What follows belongs to an exercise in optimizing a design on an open flow for a short achievable clock period and few clock cycles; a production flow would make more cautious choices.
Function was checked by simulation only, so behaviour that the tests miss may differ from the original.
Power figures rest on the tool's default switching activity, not on a simulated workload.

Setup of run A:
## phy_dly_loader
module phy_dly_loader #(
  parameter int         NUM_DLY    = 96,
  parameter logic [7:0] DLY_INIT   = 8'h00,
  parameter int         SET_CYCLES = 2
) (
  input  logic       clk,
  input  logic       rst_in,
  input  logic       wr_en,
  input  logic [6:0] wr_addr,
  input  logic [7:0] wr_data,
  input  logic [6:0] rd_addr,
  output logic [7:0] rd_data,
  input  logic       start,
  input  logic       force_all,
  output logic       busy,
  output logic       done,
  output logic [6:0] dly_addr,
  output logic [7:0] dly_data,
  output logic       ld_delay,
  output logic       set
);
  localparam int NG = 12;    
  typedef enum logic [1:0] {
    IDLE = 2'd0,    
    LOAD = 2'd1,    
    SET1 = 2'd2,    
    SET2 = 2'd3     
  } state_t;
  state_t state_q, state_d;
  logic [7:0]    tbl  [NUM_DLY];
  logic [7:0]    tblr_n [NUM_DLY];   
  logic [95:0]   dirty;           
  logic [95:0]   mask;            
  logic [NG-1:0] gnz;             
  logic [NG-1:0] cur;             
  logic [7:0]    low  [NG];       
  logic [NG-1:0] gmul;            
  function automatic logic [7:0] lowest8(input logic [7:0] v);
    for (int i = 0; i < 8; i++) begin
      logic below;
      below = 1'b0;
      for (int k = 0; k < i; k++) below = below | v[k];
      lowest8[i] = v[i] & ~below;
    end
  endfunction
  function automatic logic multi8(input logic [7:0] v);
    multi8 = 1'b0;
    for (int i = 1; i < 8; i++)
      for (int k = 0; k < i; k++) multi8 = multi8 | (v[i] & v[k]);
  endfunction
  function automatic logic [NG-1:0] lowest12(input logic [NG-1:0] v);
    for (int i = 0; i < NG; i++) begin
      logic below;
      below = 1'b0;
      for (int k = 0; k < i; k++) below = below | v[k];
      lowest12[i] = v[i] & ~below;
    end
  endfunction
  logic [95:0]   pick;            
  logic [95:0]   mclr;            
  logic [NG-1:0] gmul_c;          
  logic [NG-1:0] cur_d;
  logic [NG-1:0] sec;             
  logic [7:0]    gdat [NG];
  logic [2:0]    gidx [NG];
  ...
For scale: about 9,400 cells after synthesis, roughly 1,900 flip-flops, about 54 I/O pins, about 89,000 um2 of cells after synthesis.
clock: 6.0 ns
lec_check: 0
cap_margin: 20
core_margin: 2
core_utilization: 60
cts_cluster_diameter: 60
cts_cluster_size: 25
setup_slack_margin: 3.6
slew_margin: 20
run.sh (not shown) runs the stock make flow with config.mk's settings and CLKGATE_MAP_FILE= SYNTH_SCRIPT=/design/flow/synth_recipe.tcl, a recipe that flattens the netlist after the stock synthesis.
Testbench counts of run A, summed over its fixed seeds: cycles 5,937.
Relative to run A, the following input files were edited for run B:
- CTS_CLUSTER_DIAMETER: 60 -> unset
- CTS_CLUSTER_SIZE: 25 -> unset
- CORE_UTILIZATION: 60 -> 55
==> notes.md <==
Area used by multi-input combinational logic: run B vs run A down about 0.4%. Wire: run B routes more than run A. Taking run A as the reference, in run B worst setup slack now sits lower, power share of the clock group now sits higher, shortest period the worst path allows now sits higher. The cell with the largest stage delay on the worst path comes out a2111oi_4 in one run and or4_4 in the other, namely in run B and run A respectively. Wire length of the first global-routing pass up 2100 um in run B wrt run A.
The following lists how run C was set up differently from run B:
- setting CTS_CLUSTER_DIAMETER to 60 for the first time
- setting CTS_CLUSTER_SIZE to 25 for the first time
- setting GPL_ROUTABILITY_DRIVEN to 0 for the first time
Results
The final layouts of run B and run C pass the timing, DRC and antenna checks.
The clock skew reported for run C is greater than that of run B by 9.9 ps.
For the global routing usage on met1, run C came in 0.67 points lower than run B did.
Comparing run B with run C, the number of vias after detailed routing came out essentially unchanged.
Per the comparison of run C with run B, final-layout clock buffer total shrank by 149, area after synthesis stayed essentially flat, wire length +1300 um, non-clock buffer count +6.2%, portion of total power attributed to combinational logic increased 1.3 points.
Comparing run B and run C, the lower wire length on met1 is on run C.


job 101:
Starting RTL as in the previous note.
Settings: LEC_CHECK=0, CAP_MARGIN=20, CORE_MARGIN=2, CORE_UTILIZATION=55, CTS_CLUSTER_DIAMETER=60, CTS_CLUSTER_SIZE=25, SETUP_SLACK_MARGIN=3.6, SLEW_MARGIN=20; clock period 6.0 ns.
Testbench counts of job 101, summed over its fixed seeds: cycles 5,937.
> inputs changed (job 101 -> job 102)
- clearing CTS_CLUSTER_DIAMETER, which used to be 60
- swapping 55 for 45 in CORE_UTILIZATION
- clearing CTS_CLUSTER_SIZE, which used to be 25
- putting PLACE_DENSITY at 0.85 where nothing was set
Findings:
Looking at clock-cell share of area, job 102 sits 1.4 points higher than job 101 does.
Job 101 has higher fraction of final layout cells sized beyond drive strength 1 than job 102.
Compared with job 101, job 102 shows a higher critical path depth.
The non-clock buffer count in job 102 was lower than what job 101 gave.
Met2 track demand over resource in global routing, job 102 and job 101: higher on job 101
Job 102 against job 101: initial antenna violation count climbed 15, met1 track demand over resource in global routing dropped 15 points, global-route usage over all layers dropped 8.4 points, met3 global-route usage climbed 4.5 points, post-synthesis compound-gate area fraction barely changed.
On count of clock-buffer cells in the layout: between job 102 and job 101, it ends up lower for job 101.
What job 103 does differently from job 102 at the input level:
- CTS_CLUSTER_SIZE now 25, previously not set
- CTS_CLUSTER_DIAMETER now 60, previously not set
- CORE_UTILIZATION now 50, was 45
- PLACE_DENSITY no longer set, was 0.85
Notes after the runs:
Changes observed in job 103 relative to job 102: sequential share of layout area went up 0.71 points, met2 demand-to-capacity share in global routing went up 8.6 points, instance area at placement flat.

-- afterwards: timing with drivers on the ports --
How much do the figures lean on ideal ports? The routed layouts below were timed once more, with nothing changed but the port constraints. Step 1, drivers: a clkbuf_16 drives clk and a buf_2 each remaining input, both assumed. Step 2 times the ports against the registers' clock, not the clock port: input delays grow and output delays shrink by t, the midpoint of the rising clock arrivals with the driver on. Three values: ideal, step 1, step 2; two values: the first two.
| run | shift t [ns] | setup slack, ns | worst setup path at the end | slew at the worst register clock pin (ns) | cell pins on the clock port's net |
|---|---|---|---|---|---|
| run A | 0.885 | 3.356 / 3.064 / 2.179 | input to register | 0.10 / 0.10 | 1 |
| run B | 0.952 | 3.242 / 3.053 / 2.101 | input to register | 0.07 / 0.07 | 1 |
| run C | 0.911 | 3.346 / 3.022 / 2.110 | input to register | 0.10 / 0.10 | 1 |
| job 101 | 0.889 | 3.322 / 3.022 / 2.133 | input to register | 0.09 / 0.09 | 1 |
| job 102 | 0.934 | 2.779 / 2.532 / 1.598 | input to register | 0.07 / 0.07 | 1 |
| job 103 | 0.932 | 3.354 / 3.111 / 2.179 | input to register | 0.10 / 0.10 | 1 |
After both steps setup and hold are still met in every run listed. For run C, which loses most, drivers alone change the setup slack by -0.324 ns; drivers and shift together by -1.236 ns.
